What follows belongs to an exercise in optimizing a design on an open flow for a short achievable clock period, few clock cycles per item and low power; a production flow would make more cautious choices.
Function was checked by simulation only, so behaviour that the tests miss may differ from the original.
No activity file was given, so power comes from the tool's default toggle rates.

Design exec_stage, start of the top module:
module exec_stage #(
    parameter int W = 32
) (
    input  logic         clk,
    input  logic         rst,
    input  logic         in_valid,
    output logic         in_ready,
    input  logic         flush,
    input  logic [3:0]   opcode,
    input  logic [W-1:0] oprand1,
    input  logic [W-1:0] oprand2,
    input  logic [3:0]   rd_addr,
    input  logic         set_flags,
    input  logic         carry_in,
    input  logic [3:0]   nzcv_in,
    output logic         out_valid,
    output logic [W-1:0] result,
    output logic [3:0]   wb_addr,
    output logic         wb_en,
    output logic [3:0]   nzcv_out,
    output logic         flags_en,
    output logic         undef
);
==> flow/config.mk <==
export PLATFORM = sky130hd
export DESIGN_NAME = exec_stage
export DESIGN_NICKNAME = exec_stage
export VERILOG_FILES = /design/flow/design.v
export SDC_FILE = /design/flow/constraint.sdc
export NUM_CORES = 4
export LEC_CHECK = 0
export CAP_MARGIN = 20
export CORE_MARGIN = 2
export CORE_UTILIZATION = 65
export CTS_BUF_LIST = sky130_fd_sc_hd__clkbuf_8
export PLACE_DENSITY = 0.75
export SLEW_MARGIN = 20
==> flow/constraint.sdc <==
create_clock -name core_clock -period 11.0 [get_ports {clk}]
set_input_delay 2.2000 -clock core_clock [delete_from_list [all_inputs] [get_ports {clk}]]
set_output_delay 2.2000 -clock core_clock [all_outputs]
set_load 0.01 [all_outputs]
run.sh (not shown) runs the stock make flow with config.mk's settings and CLKGATE_MAP_FILE= SYNTH_SCRIPT=/design/flow/synth_recipe.tcl, a recipe that flattens the netlist after the stock synthesis.
The starting point finished but failed the layout checks on capacitance limit.
Testbench counts at the start, summed over its fixed seeds: cycles 21,138, items 16,000.
Rerun with:
SETUP_SLACK_MARGIN = 5   (was not set)
With this change the flow ran to the end with no violations.
Worst setup slack gains 1.2 ns.
Synthesized cell count does not change.
Cell area increases by 1.5%.
Clock-buffer cell count went down by 1.
Sequential power goes down by about 0.6%.
Flip-flop and latch count stays the same.
Power climbs by 1.3%.
Final cell count stays flat.
Die area does not change.
Rerun with:
PLACE_DENSITY = 0.85   (was 0.75)
=> Critical path depth increases by 2; total power grows by 0.32%; area after synthesis does not change; worst setup slack degrades by 0.11 ns; register-to-register slack gets worse by 0.03 ns.


old:
Another version of the RTL of exec_stage (not shown whole).
Size: about 4900 cells after synthesis, roughly 130 I/O pins, roughly 37000 um^2 of cells after synthesis.
make LEC_CHECK=0 CAP_MARGIN=20 CORE_MARGIN=2 CORE_UTILIZATION=65 CTS_BUF_LIST=sky130_fd_sc_hd__clkbuf_8 PLACE_DENSITY=0.75 SETUP_SLACK_MARGIN=5 SLEW_MARGIN=20 SYNTH_HIERARCHICAL=1 SYNTH_MINIMUM_KEEP_SIZE=0 finish   # period 11.0 ns
Testbench counts of old, summed over its fixed seeds: cycles 19,024, items 16,000.
Here is what was changed in the inputs of new compared with old.
# old
export LEC_CHECK = 0
export CAP_MARGIN = 20
export CORE_MARGIN = 2
export CORE_UTILIZATION = 65
export CTS_BUF_LIST = sky130_fd_sc_hd__clkbuf_8
export PLACE_DENSITY = 0.75
export SETUP_SLACK_MARGIN = 5
export SLEW_MARGIN = 20
export SYNTH_HIERARCHICAL = 1
export SYNTH_MINIMUM_KEEP_SIZE = 0
create_clock -name core_clock -period 11.0 [get_ports {clk}]
# new
export LEC_CHECK = 0
export CAP_MARGIN = 20
export CORE_MARGIN = 2
export CORE_UTILIZATION = 70
export CTS_BUF_LIST = sky130_fd_sc_hd__clkbuf_8
export PLACE_DENSITY = 0.78
export SETUP_SLACK_MARGIN = 5
export SLEW_MARGIN = 20
export SYNTH_HIERARCHICAL = 1
export SYNTH_MINIMUM_KEEP_SIZE = 0
create_clock -name core_clock -period 11.0 [get_ports {clk}]
Notes after the runs:
Having completed the whole flow, new delivered a layout that passed the timing, DRC and antenna checks.
Compared with old, maximum number of pins on one net before global-route repair in new decreased by a little under 10%.
Comparing clock power for old and new, the bigger number came from new.
new against old: timing-limited maximum frequency fell by about 2.6%; initial DRC count rose by 78; total stage count of the critical path fell by about 4.3%; die area fell by 7.0%; met1 track demand over resource rose by 0.32 points.
| areal power density over the cells | lower: old |


Another version of the RTL of exec_stage (not shown whole).
clock: 11.0 ns
lec_check: 0
cap_margin: 20
core_margin: 2
core_utilization: 65
place_density: 0.75
setup_slack_margin: 5
slew_margin: 20
Testbench counts at the start, summed over its fixed seeds: cycles 21,676, items 16,000.
Then changed:
- CTS_BUF_LIST: unset -> sky130_fd_sc_hd__clkbuf_8
Wire length drops slightly.
Sequential power hardly moves.
Register-to-register slack stays flat.
Cell count hardly moves.
Sequential share of layout area is about the same.
Clock power is lower by a quarter to a third.
Then changed:
- CTS_BUF_LIST: sky130_fd_sc_hd__clkbuf_8 -> unset
- SYNTH_HIERARCHICAL: unset -> 1
- SYNTH_MINIMUM_KEEP_SIZE: unset -> 0
What happened:
- synthesized cell count rose by a few percent
- maximum frequency went down slightly
- wire length drops by a few percent
- final area climbs by a few percent
- via count went down by a few percent

[re-timing with driven ports]
The results above use ideal ports. As a check the final layouts listed here were re-extracted and re-timed, cells and wires unchanged.
Step 1 assumes that a clkbuf_16 drives the clock port and a buf_2 every other input.
Step 2 adds t to the input delays and takes it off the output delays; t is the mean of the earliest and latest rising clock arrival at the registers after step 1. Input paths then give back, and output paths get back, about the clock's delay inside the block.
Slacks: ideal / step 1 / step 2; pairs: ideal / step 1.
| run | t (ns) | setup slack, ns | worst setup path at the end | slew at the worst register clock pin (ns) | pins driven straight from the clock port |
|---|---|---|---|---|---|
| the first run of note 1 | 0.548 | 3.984 / 4.014 / 3.466 | input to register | 0.11 / 0.11 | 1 |
| the second run of note 1 | 0.579 | 5.142 / 5.142 / 4.601 | input to register | 0.11 / 0.11 | 1 |
| the third run of note 1 | 0.574 | 5.036 / 5.063 / 4.489 | input to register | 0.11 / 0.11 | 1 |
| old | 0.555 | 4.166 / 4.164 / 3.608 | input to register | 0.10 / 0.10 | 1 |
| new | 0.547 | 3.980 / 3.973 / 3.426 | input to register | 0.10 / 0.10 | 1 |
| the first run of note 3 | 0.559 | 5.225 / 5.225 / 5.225 | register to register | 0.08 / 0.08 | 1 |
| the second run of note 3 | 0.629 | 5.232 / 5.232 / 5.232 | register to register | 0.12 / 0.12 | 1 |
| the third run of note 3 | 0.512 | 5.154 / 5.154 / 5.154 | register to register | 0.08 / 0.08 | 1 |
The setup slack of old, which loses most, moves by -0.002 ns with the drivers and by -0.558 ns with both steps.
